From an optimization exercise on the open Yosys and OpenROAD flow, aimed at small area, a short achievable clock period and few clock cycles per item; shortcuts taken in it are not production practice.
Function was checked by simulation only, so behaviour that the tests miss may differ from the original.
Power figures rest on the tool's default switching activity, not on a simulated workload.

--- flow/config.mk ---
export PLATFORM = sky130hd
export DESIGN_NAME = rle_top
export DESIGN_NICKNAME = rle_top
export VERILOG_FILES = /design/flow/design.v
export SDC_FILE = /design/flow/constraint.sdc
export NUM_CORES = 4
export LEC_CHECK = 0
export CAP_MARGIN = 20
export CORE_MARGIN = 2
export CORE_UTILIZATION = 40
export SLEW_MARGIN = 20
--- flow/constraint.sdc ---
create_clock -name core_clock -period 5.0 [get_ports {clk}]
set_input_delay 1.0000 -clock core_clock [delete_from_list [all_inputs] [get_ports {clk}]]
set_output_delay 1.0000 -clock core_clock [all_outputs]
set_load 0.01 [all_outputs]
--- flow/design.v ---
package block_pkg;
    localparam int blk_dim  = 8;
    localparam int blk_size = blk_dim * blk_dim;
    typedef logic [5:0] coef_idx_t;
    localparam coef_idx_t first_ac_idx = coef_idx_t'(1);
    localparam coef_idx_t last_ac_idx  = coef_idx_t'(blk_size - 1);
endpackage
package coef_pkg;
    localparam int run_width = 4;
    typedef logic [run_width-1:0] run_t;
    localparam run_t max_run = run_t'(15);
endpackage
`timescale 1ns/100ps
import block_pkg::*;
module coef_buffer
#(
    parameter int coef_width = 12
) (
    input  logic                    clk,
    input  logic                    rst,
    input  logic                    start,
    input  logic [blk_size-1:0][coef_width-1:0] block_in,
    input  logic                    busy,
    input  block_pkg::coef_idx_t               scan_idx,
    output logic [blk_size-1:0]     sig_map,
    output logic [coef_width-1:0]   coef_out,
    output logic                    dc_valid,
    output logic [coef_width-1:0]   dc_data,
    output logic                    captured,
    output logic                    accepted
);
    logic [blk_size-1:0][coef_width-1:0] block_q;
    logic                   accept;
    logic                   cap_q;
    assign accept = start & ~busy;
    assign accepted = accept;
    always_ff @(posedge clk) begin
        if (accept) begin
            block_q <= block_in;
            dc_data <= block_in[0];
        end
    end
    always_ff @(posedge clk or posedge rst) begin
        if (rst) begin
            cap_q <= 1'b0;
        end else begin
            cap_q <= accept;
        end
    end
    assign dc_valid = cap_q;
    assign captured = cap_q;
    always_comb begin
        for (int i = 0; i < blk_size; i++) begin
            sig_map[i] = (block_q[i] != '0);
        end
    end
    assign coef_out = block_q[scan_idx];
endmodule
`timescale 1ns/100ps
import block_pkg::*;
module eob_locator
(
    input  logic                clk,
    input  logic                rst,
    input  logic                captured,
    input  logic [blk_size-1:0] sig_map,
    output block_pkg::coef_idx_t           last_nz,
    output logic                eob_ready
);
    block_pkg::coef_idx_t  nz_idx;
    logic       found;
    always_comb begin
        found  = 1'b0;
        nz_idx = '0;
        for (int i = 1; i < blk_size; i++) begin
            if (sig_map[i]) begin
                nz_idx = block_pkg::coef_idx_t'(i);
                found  = 1'b1;
            end
        end
    end
    always_ff @(posedge clk or posedge rst) begin
        if (rst) begin
            last_nz   <= '0;
            eob_ready <= 1'b0;
        end else begin
            eob_ready <= captured;
            if (captured) begin
                last_nz <= nz_idx;
            end
        end
    end
endmodule
`timescale 1ns/100ps
import block_pkg::*;
import coef_pkg::*;
module run_scanner
#(
    parameter int coef_width = 12
) (
    input  logic                            clk,
    input  logic                            rst,
    input  logic                            accepted,
    input  logic                            eob_ready,
    input  logic                            stall,
    input  block_pkg::coef_idx_t                       last_nz,
    input  logic [coef_width-1:0]           coef_in,
    output block_pkg::coef_idx_t                       scan_idx,
    output logic                            ac_valid,
    output logic [coef_width+run_width-1:0] ac_data,
    output logic                            last,
    output logic                            busy
);
    block_pkg::coef_idx_t  idx_q;
    coef_pkg::run_t       run_q;
    logic       scan_q;
    logic       active;
    logic       step;
    logic       past_end;
    logic       coef_nz;
    logic       run_full;
    logic       finish;
    logic       emit;
    assign active   = scan_q | eob_ready;
    assign step     = active & ~stall;
    assign scan_idx = idx_q;
    assign past_end = (idx_q > last_nz);
    assign coef_nz  = (coef_in != '0);
    assign run_full = (run_q == max_run);
    assign finish = past_end | (coef_nz & (idx_q == last_ac_idx));
    assign emit   = finish | coef_nz | run_full;
    always_ff @(posedge clk or posedge rst) begin
        if (rst) begin
            scan_q <= 1'b0;
            idx_q  <= first_ac_idx;
            run_q  <= '0;
        end else if (step) begin
            if (finish) begin
                scan_q <= 1'b0;
                idx_q  <= first_ac_idx;
                run_q  <= '0;
            end else begin
                scan_q <= 1'b1;
                idx_q  <= block_pkg::coef_idx_t'(idx_q + 1'b1);
                if (coef_nz || run_full) begin
                    run_q <= '0;
                end else begin
                    run_q <= coef_pkg::run_t'(run_q + 1'b1);
                end
            end
        end else if (eob_ready) begin
            scan_q <= 1'b1;
        end
    end
    always_ff @(posedge clk or posedge rst) begin
        if (rst) begin
            ac_valid <= 1'b0;
            last     <= 1'b0;
        end else begin
            ac_valid <= step & emit;
            last     <= step & finish;
        end
    end
    always_ff @(posedge clk) begin
        if (step) begin
            if (past_end) begin
                ac_data <= '0;
            end else if (coef_nz) begin
                ac_data <= {run_q, coef_in};
            end else begin
                ac_data <= {max_run, {coef_width{1'b0}}};
            end
        end
    end
    always_ff @(posedge clk or posedge rst) begin
        if (rst) begin
            busy <= 1'b0;
        end else if (accepted) begin
            busy <= 1'b1;
        end else if (last) begin
            busy <= 1'b0;
        end
    end
endmodule
`timescale 1ns/100ps
import block_pkg::*;
import coef_pkg::*;
module rle_top
#(
    parameter int coef_width = 12
) (
    input  logic                                clk,
    input  logic                                rst,
    input  logic                                start,
    input  logic                                stall,
    input  logic [blk_size*coef_width-1:0]      block_in,
    output logic                                dc_valid,
    output logic [coef_width-1:0]               dc_data,
    output logic                                ac_valid,
    output logic [coef_width+run_width-1:0]     ac_data,
    output logic                                last,
    output logic                                busy
);
    logic [blk_size-1:0]    sig_map;
    logic                   captured;
    logic                   accepted;
    block_pkg::coef_idx_t              last_nz;
    logic                   eob_ready;
    block_pkg::coef_idx_t              scan_idx;
    logic [coef_width-1:0]  coef_val;
    coef_buffer #(
        .coef_width (coef_width)
    ) u_coef_buffer (
        .clk        (clk),
        .rst        (rst),
        .start      (start),
        .block_in   (block_in),
        .busy       (busy),
        .scan_idx   (scan_idx),
        .sig_map    (sig_map),
        .coef_out   (coef_val),
        .dc_valid   (dc_valid),
        .dc_data    (dc_data),
        .captured   (captured),
        .accepted   (accepted)
    );
    eob_locator u_eob_locator (
        .clk        (clk),
        .rst        (rst),
        .captured   (captured),
        .sig_map    (sig_map),
        .last_nz    (last_nz),
        .eob_ready  (eob_ready)
    );
    run_scanner #(
        .coef_width (coef_width)
    ) u_run_scanner (
        .clk        (clk),
        .rst        (rst),
        .accepted   (accepted),
        .eob_ready  (eob_ready),
        .stall      (stall),
        .last_nz    (last_nz),
        .coef_in    (coef_val),
        .scan_idx   (scan_idx),
        .ac_valid   (ac_valid),
        .ac_data    (ac_data),
        .last       (last),
        .busy       (busy)
    );
endmodule
--- flow/run.sh ---
#!/bin/bash
# synth_recipe.tcl (not shown) runs the flow's synth.tcl, then flattens the netlist and writes it again
# the make line also repeats each setting of config.mk as NAME=value (left out here)
make -C /OpenROAD-flow-scripts/flow DESIGN_CONFIG=/design/flow/config.mk WORK_HOME=/design/flow/orfs CLKGATE_MAP_FILE= SYNTH_SCRIPT=/design/flow/synth_recipe.tcl finish
==> impl_metrics.yaml <==
status:
  outcome: "complete, no violations"
cts:
  cts_setup_buffers: 0
  cts_hold_buffers: 0
  ctsResizeCount: 0
  numCtsBuffers: 86
  cts_max_path_buffers: 3
  numClockSinks: 806
  cts_tree: "done"
  cts-htree-levels: 3
  clkLatencyLatePin_ns: 0.67
  path_clk_slew_ns: 0.07
  clock_tree.root_cell: "clkbuf_16"
drt:
  routed_wl_mm: 139
  vias_per_cell: 6.09
  detailedRoute.firstIterationViolations: 3099
  drt_first_pass_iters: 6
  ant_nets: 0
  vias: 23240
  wl_per_cell_um: 36.4
  remaining_drc_errors: 0
yosys:
  seq_area_frac_synth: 0.724
  synth_nets: 2603
  synth_top_area_frac: 0.707
  yosys_most_used_dff: "edfxtp_1"
  async_reset_ff_frac: 0.0273
  cells_after_synthesis: 1823
  synth_compound_gate_area_share: 0.0349
  count_of_state_elements_after_synthesis: 806
  share_of_the_synthesized_netlist_area_taken_by_xor_and_xnor_gates: 0
  yosysWarnings: 3
  synth_top_family_by_area: "multiplexers"
  netlist_area_um2: 33300
  synth_edf_count: 784
  synthAdderAreaFrac: 0.00301
  synthDistinctLibCells: 60
  synth_mux_area_frac: 0.145
  syn-mean-instance-area_um2: 18.3
  yosysTopAreaCell: "edfxtp_1"
  synth.area.top_cells: "edfxtp_1 71%, mux4_2 12%, nor4_1 3.6%"
  synth_simple_gate_area_frac: 0.0762
worst_setup_path:
  arrival_ns: 5.01
  path_buf_inv: 2
  critPathMaxStageDelay_ns: 0.91
  reg2reg_slack_ns: 0.50
  critPathKind: "reg2reg"
  reg2reg_to: "u_run_scanner.idx_q[3]"
  critical_path.endpoint_type: "flop"
  critPathTopFamily: "compound AO/OA/AOI/OAI gates"
  worstPathMaxFanout: 38
  critical_path.reg2reg.startpoint: "u_run_scanner.idx_q[0]"
  critPathSlowestCell: "dfstp_4"
  worst_ep_required_time_ns: 5.50
  critical_path.cell_chain: "buf_12 > buf_4 > mux4_2 > nand2_1 > a32o_1 > a221oi_1 > nor3_1 > o2111a_1 > o21bai_2 > o221ai_1"
  worst_setup_path_start_kind: "flop"
  timing.reg2reg.worst_path_depth: 10
cells_and_area:
  stdcell_area_um2: 45600
  num-nets-final: 3456
  layout-drive-gt1-share: 0.134
  layout.cells.most_common: "clkdlybuf4s50_1"
  layout.core_utilization: 0.555
  layoutNonFillerInstCount: 3819
  layout_common_cells: "803 x clkdlybuf4s50_1, 784 x edfxtp_1, 194 x nor4_1, 177 x mux4_2, 88 x clkbuf_16"
  layout-area-overhead-vs-synth_pct: 37.0
die:
  start_util: 0.405
  dieHeight_um: 292
  design.core.area_um2: 82200
  die_width_um: 292
  rows: 105
  io-pin-count: 804
  floorplan.die_area_um2: 85600
worst_hold_path:
  hold-path-cell-count: 2
  worst_min_path_start: "u_run_scanner.scan_q"
  hold-path-endpoint: "u_run_scanner.scan_q"
  hold_path_class: "reg2reg"
power_and_ir_drop:
  finalPower_mw: 22.7
  ir_worst_vdd_mv: 0.324
  power.density_cell_area_nw_per_um2: 498
  static_leakage_nw: 14.7
grt:
  grt_pass1_wl_mm: 188
  globalRoute.totalOverflow: 0
  grt_antenna_before_repair: 19
  first_global_vias: 24015
  global_route.usage.total: 0.322
  grt_max_degree: 140
place:
  total_cell_area_at_the_placement_stage_um2: 42700
  port_buffers: 803
  hpwlAfterDp_mm: 112
  dp.cells: 3658
  pre_cts_ws_ns: 0.550
  routabilityCongestion: 1.00
sta:
  setup_viols_final: 0
  rsz0062_at_grt: "false"
  timing.final.hold_violations: 0
  setup_ws_ns: 0.497
  achievable-frequency_mhz: 222
  worst_clock_skew_ns: 0.0248
  maxSlewViolCount: 0
  share_of_the_clock_period_used_by_the_worst_path_after_layout: 0.901
  max-slew-margin-rel: 0.280
  period_needed_ns: 4.50
  timing_worst_slew_pin_value_ns: 1.07
run:
  max_cap_viol_count: 0
-- per-stage QoR --
stage	TNS [ns]	hold WS, ns
floorplan	-6080.40	0.487
finish	0	0.531
global placement	0	0.510
detailed placement	0	0.514
CTS	0	0.529
global route	0	0.561
-- per-layer routing --
layer	track usage	vias to the layer above	wire (um)
met4	0.124	24	6450
met3	0.0789	321	13000
met5	0	-	157
met1	0.383	11784	48700
li1	-	9438	-
met2	0.564	1673	70900
-- cells in the mapped netlist, types with 6 or more instances --
| master | n |
|---|---|
| edfxtp_1 | 784 |
| o21a_1 | 11 |
| mux2i_1 | 84 |
| a21oi_1 | 39 |
| nor4_1 | 194 |
| nor2b_1 | 15 |
| o21ai_0 | 25 |
| nand2_1 | 52 |
| nor2_1 | 70 |
| inv_1 | 23 |
| buf_2 | 29 |
| and3_1 | 13 |
| mux4_2 | 177 |
| a221oi_1 | 9 |
| ha_1 | 8 |
| nand3_1 | 70 |
| nor3_1 | 13 |
| buf_4 | 25 |
| clkbuf_1 | 21 |
| nand4_1 | 14 |
| o22ai_1 | 12 |
| a22oi_1 | 29 |
| o21ai_1 | 6 |
| dfrtp_1 | 21 |
-- sequential cells by signal, indices dropped and copies added (netlist names), 4 cells and up --
signal and count:
u_run_scanner.ac_data 16, u_coef_buffer.dc_data 11, u_run_scanner.run_q 4, u_coef_buffer.block_q 757
u_eob_locator.last_nz 6, u_run_scanner.idx_q 6
-- final cells by class --
type / instances / area [um^2]
fill: 6378 / 36600
multi-input combinational: 911 / 8650
antenna: 3 / 7.51
sequential: 806 / 24100
inverter: 23 / 86.3
clock inverter: 52 / 601
timing repair buffer: 848 / 8510
tap: 1070 / 1340
clock buffer: 106 / 2310
-- worst max path at each step --
stage / from / to / slack [ns] / cells after the start
after floorplan: start / u_coef_buffer.cap_q / -8.28 / 1
after global placement: u_run_scanner.idx_q[0] / u_run_scanner.idx_q[3] / 0.60 / 10
after detailed placement: u_run_scanner.idx_q[0] / u_run_scanner.idx_q[3] / 0.55 / 10
after CTS: u_run_scanner.idx_q[0] / u_run_scanner.idx_q[1] / 0.55 / 10
after global routing: u_run_scanner.idx_q[0] / u_run_scanner.idx_q[1] / 0.29 / 10
final: u_run_scanner.idx_q[0] / u_run_scanner.idx_q[3] / 0.50 / 10
-- worst register-to-register path, cell delays in order (launching register included) --
cell and delay [ns]:
dfstp_4 0.91, buf_12 0.28, buf_4 0.61, mux4_2 0.47, nand2_1 0.07, a32o_1 0.26, a221oi_1 0.64, nor3_1 0.20
o2111a_1 0.43, o21bai_2 0.33, o221ai_1 0.16
-- cell families (layout without fill, tap and decap cells) --
| kind of cell | count (synthesis) | in the layout |
|---|---|---|
| AOI/OAI and AO/OA | 173 | 173 |
| and+or+nand+nor | 468 | 468 |
| DFF | 806 | 806 |
| adders and majority gates | 8 | 8 |
| muxes | 262 | 262 |
| buffers and inverters | 106 | 1029 |
| other | 0 | 3 |
-- power by group --
part | leakage [nW] | total (mW) | switching, mW | internal, mW
clock network | 1.41 | 6.54 | 2.80 | 3.75
registers | 7.33 | 9.53 | 0.819 | 8.71
logic | 5.95 | 6.66 | 3.62 | 3.04
Testbench counts, summed over its fixed seeds: cycles 49,612, items 1,280.

[static timing again, ports no longer ideal]
How much do the figures lean on ideal ports? The routed layout below was timed once more, with nothing changed but the port constraints. Step 1 (the two cells are an assumption about what drives the block):
set clk [get_ports {clk}]
set_driving_cell -lib_cell sky130_fd_sc_hd__clkbuf_16 $clk
set_driving_cell -lib_cell sky130_fd_sc_hd__buf_2 [delete_from_list [all_inputs] $clk]
Step 2 adds t to the input delays and takes it off the output delays; t is the mean of the earliest and latest rising clock arrival at the registers after step 1. Input paths then give back, and output paths get back, about the clock's delay inside the block. a / b / c = ideal ports / drivers / drivers and shift; a / b = the first two.
shift t [ns]: 0.720
setup slack, ns: 0.497 / 0.497 / 0.497
worst hold slack (ns): 0.531 / 0.531 / 0.531
worst slew at a driven data input, ns: 0.15
cell pins on the clock port's net: 1
After both steps this run still meets setup and hold. The setup slack of this run moves by 0.000 ns with the drivers and by 0.000 ns with both steps.
